From an optimization exercise on the open Yosys and OpenROAD flow, aimed at small area, a short achievable clock period and few clock cycles per item; shortcuts taken in it are not production practice. RTL that was checked went through simulation tests only; none was proved equivalent to the original. Function not checked in run 2: the RTL went through the layout flow alone.

==> flow/design.v (outline; a module is shown in full before it is edited, if it fits) <==
// module trilinear_interp_axis: 4266 lines
module trilinear_interp_axis (
    input  logic         clk,
    input  logic         rstn,
    input  logic         in_valid,
    output logic         in_ready,
    input  logic [7:0]   frac_r,
    input  logic [7:0]   frac_g,
    input  logic [7:0]   frac_b,
    input  logic         mode,
    input  logic [7:0]   in_user,
    input  logic [191:0] pt_nbr,
    output logic         out_valid,
    input  logic         out_ready,
    output logic [23:0]  out_pt,
    output logic [7:0]   out_user
);
  // ...
==> flow/run.sh <==
#!/bin/bash
# synth_recipe.tcl (not shown) runs the flow's synth.tcl, then flattens the netlist and writes it again
# the make line also repeats each setting of config.mk as NAME=value (left out here)
make -C /OpenROAD-flow-scripts/flow DESIGN_CONFIG=/design/flow/config.mk WORK_HOME=/design/flow/orfs CLKGATE_MAP_FILE= SYNTH_SCRIPT=/design/flow/synth_recipe.tcl finish
==> flow/config.mk <==
export PLATFORM = sky130hd
export DESIGN_NAME = trilinear_interp_axis
export DESIGN_NICKNAME = trilinear_interp_axis
export VERILOG_FILES = /design/flow/design.v
export SDC_FILE = /design/flow/constraint.sdc
export NUM_CORES = 4
export LEC_CHECK = 0
export ABC_CLOCK_PERIOD_IN_PS = 3100
export CAP_MARGIN = 20
export CORE_MARGIN = 2
export CORE_UTILIZATION = 40
export SETUP_SLACK_MARGIN = 2.9
export SLEW_MARGIN = 20
==> flow/constraint.sdc <==
create_clock -name core_clock -period 6.0 [get_ports {clk}]
set_input_delay 1.2000 -clock core_clock [delete_from_list [all_inputs] [get_ports {clk}]]
set_output_delay 1.2000 -clock core_clock [all_outputs]
set_load 0.01 [all_outputs]
==> out/qor.txt, run 1 <==
Final Hold Vio Count: 0
Startpoint Class: input pin
Max Root-Sink Buffers: 3
Top cell category: multi-input combinational cells
Primary FF master, synth: dfxtp_1
Placed cells: 10.1k
R2R Setup Slk: 2.98 ns
Main combinational cell family by area after synthesis: adder cells
N_taps: 3043
Outcome: no timing/DRC/antenna violations
Post-route setup TNS: 0 ns
Crit path max fanout: 2
Post-synth EDFFs: 224
Critical-path cell list: clkdlybuf4s15_1, and2_4, nand3b_1, buf_2
Tcrit/Tclk final: 50.8%
Vias in the first global route: 59.6k
Tmin final: 3.05 ns
Placement Setup Slack: 2.12 ns
Fraction of area in multi-input gates: 50.4%
Sequential cells: 1690
N_diodes: 5
Async SR Flop Fraction: 1.18%
Initial antenna violation count: 8
Worst skew pair latency: 0.85 ns
Count leader, synth: dfxtp_1
Worst slew pin tran: 1.06 ns
Multi-input gate count: 4427
Reg2reg path depth: 8
CTS tree: yes
Worst setup endpoint: in_ready
Part of the Yosys area used for sequential elements: 38.7%
ANT nets after route: 0
Met2 wire length: 102 mm
Met3 GRT Util: 2.66%
Total GRT Usage: 18.9%
Post-synthesis mux area share: 20.9%
Top Registers: st2_q (530), st4_q (311), st1_q (227)
Core Area: 0.233 sq mm
Final Skew: 0.0468 ns
Testbench counts, summed over its fixed seeds: cycles 16,056, items 16,000.
==> inputs of run 2 (changes only) <==
--- a/flow/design.v
+++ b/flow/design.v
@@ -22,8 +22,8 @@
     logic [163:0] st6_d, st6_q;
     logic [5:0] v_q;
-    logic [2:0] cnt;
+    logic [3:0] cnt;
     logic [2:0] wp, rp;
     logic [3:0] mcnt;
-    logic [31:0] mem [6];
+    logic [31:0] mem [7];
     logic [31:0] hd_q;
     wire [8:0] sel_r0 = {mode & frac_r[7], mode ? {8{frac_r[7]}} : frac_r};
@@ -4234,5 +4234,5 @@
     wire mrd  = pop && memne;                 
     wire mwr  = arr && !(pop && !memne);      
-    assign in_ready  = (cnt < 3'd7) || (hv_q && out_ready);
+    assign in_ready  = cnt < 4'd8;
     assign out_valid = hv_q;
     assign {out_user, out_pt} = hd_q;
@@ -4247,8 +4247,8 @@
         end else begin
             v_q <= {v_q[4:0], acc};
-            cnt  <= cnt + 3'(acc) - 3'(del);
+            cnt  <= cnt + 4'(acc) - 4'(del);
             mcnt <= mcnt + 4'(mwr) - 4'(mrd);
-            if (mwr) wp <= ((wp == 3'd5) ? 3'd0 : wp + 3'd1);
-            if (mrd) rp <= ((rp == 3'd5) ? 3'd0 : rp + 3'd1);
+            if (mwr) wp <= ((wp == 3'd6) ? 3'd0 : wp + 3'd1);
+            if (mrd) rp <= ((rp == 3'd6) ? 3'd0 : rp + 3'd1);
             if (pop) hv_q <= memne || arr;
         end
--- a/flow/config.mk
+++ b/flow/config.mk
@@ -12,2 +12,3 @@
 export SETUP_SLACK_MARGIN = 2.9
 export SLEW_MARGIN = 20
+export TNS_END_PERCENT = 20
==> run 2 against run 1 <==
Via count is the same. Sequential share of layout area grew 0.63 points. Critical path depth grew 1. Highest routed layer unchanged.
==> out/qor.txt, run 2 <==
Outcome: no timing/DRC/antenna violations
Standard-cell rows: 178
Maximum operating frequency: 316 MHz
Vias in the first global route: 58.9k (-1.1%)
Buffers and inverters on the worst path: 1
First-pass GRT wire length: 347 mm
Async SR Flop Fraction: 1.22% (+0.035 points)
Critical Path AT: 3.90 ns
Final setup viols: 0
Synth warn: 1
Design Area, Final: 0.108 sq mm
Commonest cells in the netlist: dfxtp_1, mux2_2, fa_1
WS Path Type: flip-flop to flip-flop
Syn nets: 8922
Synthesized area: 0.0944 sq mm
Slowest stage delay, CP: 0.74 ns
TritonCTS Buffers: 186
Commonest non-fill, non-tap cell in the layout: dfxtp_1
Number of port buffers: 262
Slew HR: 30.0%
Gp weighted congestion: 0.811
Path type of the worst min-delay path: input pin to asynchronous set/reset pin
Initial antenna violation count: 7 (-1)
Crit path max fanout: 24 (+22)
Part of the Yosys area used for sequential elements: 39.4% (+0.69 points)
Synth area leaders: dfxtp_1, fa_1, mux2_2
Area grow syn2layout: 14.5%
Overflow after GRT: 0
WP data required: 6.73 ns
Top cell type's share of synthesized area: 30.7%
Final Max Tran Viols: 0
Tmin final: 3.17 ns (+0.119 ns)
Worst path top cell family by delay: adder cells
Tcrit/Tclk final: 52.8% (+2.0 points)
Fin cells: 10.6k
Worst slew pin tran: 1.05 ns (-0.0131 ns)
RSZ-0062 raised after global routing: yes
Max Root-Sink Buffers: 3 (unchanged)
Placed Area: 0.100 sq mm
Reg clk slew, reported paths: 0.06 ns
Placed cells: 10.3k (+1.2%)
CP Launch Point: st1_q[28]
Max_cap viols: 0
Mean post-synth cell area: 13.2 sq um
Die Y: 490 um
DR pass1 iterations: 5
Avg Vias per Cell: 5.04
Final Skew: 0.0723 ns (+0.0255 ns)
Hold_buf cts: 0
Die X: 490 um
Number of remaining DRC errors: 0
Core Area: 0.235 sq mm (+1.0%)
Max FFs per register: 530
Via count: 53.6k
Critical-path cell list: buf_4, mux2_2, fa_1, fa_1, fa_1
Post-DP HPWL: 153 mm
Post-route setup TNS: 0 ns (unchanged)
Synth Instances: 7134
Worst reg2reg startpoint: st1_q[28]
Critical path's slowest cell: dfxtp_4
Count leader, synth: dfxtp_1
Initial core utilization: 40.2%
Most frequent cells in the layout: dfxtp_1, mux2_2, fa_1, inv_1, ha_1
DR iter-0 viols: 2394
Endpoint type of the worst setup path: flip-flop
Root buf cell: clkbuf_16
Fin nets: 9116
Wirelength, routed: 222 mm
Hold_ws: 0.296 ns
Cell accounting for the most synthesized area: dfxtp_1
Startpoint Class: flip-flop
WL per Instance: 20.9 um
Most frequent CP cell: fa_1
Primary FF master, synth: dfxtp_1
R2R Setup Slk: 2.83 ns (-0.15 ns)
ANT nets after route: 0 (unchanged)
Final Hold Vio Count: 0 (unchanged)
Post-synth EDFFs: 256 (+14%)
Top Registers: st2_q (530), st4_q (311), st1_q (227)
Top reg by flops: st2_q
Largest net degree at the start of global routing: 65
CTS tree: yes
Ports: 263
Clk sinks: 1723
Total GRT Usage: 18.6% (-0.28 points)
Cell variety after synth: 73
Reg2reg path depth: 5 (-3)
Critical Path Stages: 5
H-Tree Depth: 4
Die ar.: 0.240 sq mm
Synth Register Bits: 1723
Layout cells sized above 1: 25.9%
Worst skew pair latency: 0.86 ns (about the same)
-- run 2: cell types whose count changed in the layout (fill, tap and decap cells not counted), sizes merged, moves of 19 or more --
cell    previous run  this run
a21o              73        34
a21oi            137        95
xor2              69        43
nor3              40        64
edfxtp           224       256
mux2i            354       382
nand2b            30        10
o21ai            129       155
buf              109        90
xnor2             75       102
a211oi            51        20
o21a              24        46
-- run 2: kinds of logic after synthesis --
logic type	share of synthesized area (%)
xor+xnor	1.35
mux	21.0
compound gates	3.10
simple gates	2.45
buf+inv	4.01
flops	39.4
fa+ha+maj	28.7
-- run 2: stage by stage --
step	worst slack, ns	utilization [%]
finish	2.83	46.0
global route	2.73	46.0
CTS	2.73	45.7
detailed placement	2.29	42.7
global placement	2.39	42.7
floorplan	2.53	-
-- run 2: path summary, 6_finish.rpt --
path | end
worst max-delay path | st2_q[85]
worst min-delay path | wp[0]
max in group asynchronous | rp[0]
worst max register to register | st2_q[85]
min in group core_clock | st2_q[20]
worst min register to register | st2_q[20]
-- run 2: metal layers --
layer | share of wire [%] | GRT usage (%) | wire, um | vias up
met3 | 3.9 | 2.58 | 8670 | 317
met2 | 47 | 30.5 | 104000 | 1105
li1 | - | - | - | 24600
met5 | 0 | 0 | 0 | -
met4 | 2.1 | 4.88 | 4720 | 0
met1 | 47 | 26.0 | 106000 | 27600
-- run 2: worst reg2reg max path: stages, from the launching register on --
cell and delay (ns):
dfxtp_4 0.74, buf_4 0.45, mux2_2 0.40, fa_1 0.56, fa_1 0.46, fa_1 0.45
-- run 2: cell type report --
class	instances	area, sq um
antenna	9	22.5
clock buffer	250	5350
tap	3150	3940
multi-input combinational	4405	54000
fill	20900	127000
timing repair buffer	350	3620
inverter	662	2490
sequential	1723	37200
clock inverter	96	1380
-- run 2: repair_timing --
action                                  4_1_cts  5_1_grt
setup buffers                                14       19
resized for setup                            34       66
endpoints found under the setup margin      336      252
pin swaps                                     2       37

## port drivers added, routing unchanged
The results above use ideal ports. As a check the final layouts listed here were re-extracted and re-timed, cells and wires unchanged. Step 1: set_driving_cell puts a clkbuf_16 on clk and a buf_2 on each other input, an assumption about the parent block. Step 2 also shifts input and output timing later by t, the mid clock arrival at the registers, as if the neighbouring blocks saw the same clock. Slacks: ideal / step 1 / step 2; pairs: ideal / step 1.
run | t, ns | setup WS [ns] | worst register clock-pin slew, ns
run 1 | 0.923 | 2.951 / 2.901 / 2.511 | 0.07 / 0.07
run 2 | 0.917 | 2.832 / 2.832 / 2.337 | 0.07 / 0.07
After both steps every run listed still meets setup and hold. The setup slack of run 2, which loses most, moves by 0.000 ns with the drivers and by -0.495 ns with both steps.
